Source: an optimization exercise on an open RTL-to-GDS flow (aim: small area and a short achievable clock period). Production flows keep margins and buffers that such runs may drop.
Function was checked by simulation only, so behaviour that the tests miss may differ from the original.
Power figures rest on the tool's default switching activity, not on a simulated workload.

==> flow/design.v <==
`default_nettype none
module osd_text_overlay #(
  parameter logic [9:0]  X0       = 10'd32,
  parameter logic [8:0]  Y0       = 9'd96,
  parameter logic [14:0] FG_COLOR = 15'h7FE0
) (
  input  logic       clk,
  input  logic       res,
  input  logic       ce,
  input  logic [9:0] osd_hcnt,
  input  logic [8:0] osd_vcnt,
  input  logic       osd_paper,
  input  logic       osd_blink,
  input  logic [4:0] in_red,
  input  logic [4:0] in_grn,
  input  logic [4:0] in_blu,
  input  logic       wr,
  input  logic       ctrl_wr,
  input  logic [7:0] addr,
  input  logic [7:0] d,
  input  logic [7:0] font_data,
  output logic [9:0] font_addr,
  output logic [4:0] out_red,
  output logic [4:0] out_grn,
  output logic [4:0] out_blu,
  output logic       busy
);
  localparam int KA = 6;               
  localparam logic [7:0] C_BLANK = 8'h20;
  function automatic logic [7:0] phys(input logic [7:0] a);
    phys = {a[4:2] + 3'd1, a[1:0], ~a[7], a[6:5]};
  endfunction
  logic [7:0] mem [0:255];
  logic       busy_q, busy_o_q, en_q;
  logic [7:0] cnt_q;
  logic [15:0] wb_hi_n_q, wb_lo_n_q;
  logic [7:0]  wb_d_q;
  logic [7:0]      part_q [0:3];
  logic [7-KA:0]   rhi_q;
  logic            byp_q;
  logic [7:0]      byp_d_q;
  logic            ce_d_q;
  logic [7:0]      c_hold_q;
  logic [7:0]      w_c_new;
  logic        v1_q, v2_q;
  logic        hit1_q, blink1_q;
  logic [2:0]  bit1_q, line1_q;
  logic [14:0] rgb1_q;
  logic        hit2_q, inv2_q;
  logic [7:0]  sel2_q;
  logic [14:0] rgb2_q;
  logic [9:0]  font_addr_q;
  logic [14:0] out_q;
  logic [9:0] w_dx;
  logic [8:0] w_dy;
  logic       w_hit;
  logic [7:0] w_pa;
  logic [7:0] w_wa;
  logic       w_we;
  logic [7:0] w_c;
  logic       w_raw;
  logic [14:0] w_dim, w_on, w_off;
  assign w_dx  = osd_hcnt - X0;
  assign w_dy  = osd_vcnt - Y0;
  assign w_hit = osd_paper & en_q & (w_dx[9:8] == 2'b00) & (w_dy[8:6] == 3'b000);
  assign w_pa  = {osd_hcnt[7:3], osd_vcnt[5:3]};
  assign w_we = busy_q | wr;
  assign w_wa = phys(busy_q ? cnt_q : addr);
  always_ff @(posedge clk) begin
    wb_hi_n_q <= ~({15'd0, w_we} << w_wa[7:4]);
    wb_lo_n_q <= ~(16'd1 << w_wa[3:0]);
    wb_d_q  <= busy_q ? C_BLANK : d;
    for (int i = 0; i < 256; i++) begin
      if (!(wb_hi_n_q[i >> 4] || wb_lo_n_q[i & 15])) begin
        mem[i] <= wb_d_q;
      end
    end
    for (int g = 0; g < 4; g++) begin
      part_q[g] <= w_part[g];
    end
    rhi_q   <= w_pa[7:KA];
    byp_q   <= !(wb_hi_n_q[w_pa[7:4]] || wb_lo_n_q[w_pa[3:0]]);
    byp_d_q <= wb_d_q;
    ce_d_q  <= ce;
    if (ce_d_q) begin
      c_hold_q <= w_c_new;
    end
  end
  logic [7:0] w_v_oh, w_h_oh;
  logic [7:0] w_part [0:3];
  assign w_v_oh = 8'd1 << w_pa[2:0];
  assign w_h_oh = 8'd1 << w_pa[5:3];
  for (genvar g = 0; g < 4; g++) begin : g_grp
    for (genvar b = 0; b < 8; b++) begin : g_bit
      logic [7:0] t;
      for (genvar j = 0; j < 8; j++) begin : g_run
        logic [7:0] m;
        for (genvar i = 0; i < 8; i++) begin : g_ent
          assign m[i] = mem[g * 64 + j * 8 + i][b];
        end
        osd_aoi8 u_v (.d(m), .s(w_v_oh), .y(t[j]));
      end
      osd_aoi8 u_h (.d(t), .s(w_h_oh), .y(w_part[g][b]));
    end
  end
  assign w_c_new = byp_q ? byp_d_q : part_q[rhi_q];
  assign w_c     = ce_d_q ? w_c_new : c_hold_q;
  always_ff @(posedge clk or posedge res) begin
    if (res) begin
      busy_q   <= 1'b0;
      busy_o_q <= 1'b0;
      cnt_q    <= 8'd0;
      en_q     <= 1'b0;
    end else begin
      if (ctrl_wr) begin
        en_q <= d[0];
      end
      if (ctrl_wr && d[1]) begin
        busy_q   <= 1'b1;
        busy_o_q <= 1'b1;
        cnt_q    <= 8'd0;
      end else if (busy_q) begin
        if (cnt_q == 8'hFF) begin
          busy_q   <= 1'b0;
          busy_o_q <= 1'b0;
        end
        cnt_q <= cnt_q + 8'd1;
      end
    end
  end
  always_ff @(posedge clk) begin
    if (ce) begin
      hit1_q   <= w_hit;
      bit1_q   <= w_dx[2:0];
      line1_q  <= w_dy[2:0];
      blink1_q <= osd_blink;
      rgb1_q   <= {in_red, in_grn, in_blu};
      inv2_q   <= w_c[7] & blink1_q;
      hit2_q   <= hit1_q;
      sel2_q   <= 8'h80 >> bit1_q;
      rgb2_q   <= rgb1_q;
    end
  end
  assign w_raw = |(font_data & sel2_q);
  assign w_dim = {1'b0, rgb2_q[14:11], 1'b0, rgb2_q[9:6], 1'b0, rgb2_q[4:1]};
  assign w_on  = !v2_q ? 15'd0 : !hit2_q ? rgb2_q : (inv2_q ? w_dim : FG_COLOR);
  assign w_off = !v2_q ? 15'd0 : !hit2_q ? rgb2_q : (inv2_q ? FG_COLOR : w_dim);
  always_ff @(posedge clk or posedge res) begin
    if (res) begin
      v1_q        <= 1'b0;
      v2_q        <= 1'b0;
      font_addr_q <= 10'd0;
      out_q       <= 15'd0;
    end else if (ce) begin
      v1_q        <= 1'b1;
      v2_q        <= v1_q;
      font_addr_q <= {w_c[6:0], line1_q};
      out_q       <= w_raw ? w_on : w_off;
    end
  end
  assign font_addr = font_addr_q;
  assign out_red   = out_q[14:10];
  assign out_grn   = out_q[9:5];
  assign out_blu   = out_q[4:0];
  assign busy      = busy_o_q;
endmodule
module osd_aoi8 (
  input  logic [7:0] d,
  input  logic [7:0] s,
  output logic       y
);
  assign y = |(d & s);
endmodule
`default_nettype wire
Settings: LEC_CHECK=0, CAP_MARGIN=30, CORE_MARGIN=2, CORE_UTILIZATION=40, CTS_CLUSTER_DIAMETER=50, CTS_CLUSTER_SIZE=30, SETUP_SLACK_MARGIN=2.0, SLEW_MARGIN=20, SYNTH_HIERARCHICAL=1, TNS_END_PERCENT=20; clock period 4.0 ns.
run.sh (not shown) runs the stock make flow with config.mk's settings and CLKGATE_MAP_FILE= SYNTH_SCRIPT=/design/flow/synth_recipe.tcl, a recipe that flattens the netlist after the stock synthesis.
Edit:
CTS_CLUSTER_DIAMETER = 60   (was 50)
CTS_CLUSTER_SIZE = 24   (was 30)
PLACE_DENSITY = 0.72   (was unset)
After rerunning: Combinational power is about the same; final area decreases by about 1.1%; die area stays the same.

## re-timing with driven ports
The results above use ideal ports. As a check the final layouts listed here were re-extracted and re-timed, cells and wires unchanged. Step 1: set_driving_cell puts a clkbuf_16 on clk and a buf_2 on each other input, an assumption about the parent block. Step 2, shift: input delay + t, output delay - t, t = (earliest + latest rising clock arrival at the registers) / 2. This alone moves slack from input paths to output paths. Slacks: ideal ports / drivers / drivers and shift; pairs: ideal ports / drivers.
| run | shift t [ns] | setup slack, ns | latest minus earliest clock arrival (ns) | worst slew at a driven data input, ns |
|---|---|---|---|---|
| the first run | 0.899 | 1.800 / 1.723 / 0.991 | 0.056 / 0.056 | 0.11 |
| the second run | 0.837 | 1.853 / 1.790 / 1.000 | 0.058 / 0.057 | 0.09 |
After both steps every run listed still meets setup and hold. The setup slack of the second run, which loses most, moves by -0.063 ns with the drivers and by -0.853 ns with both steps.
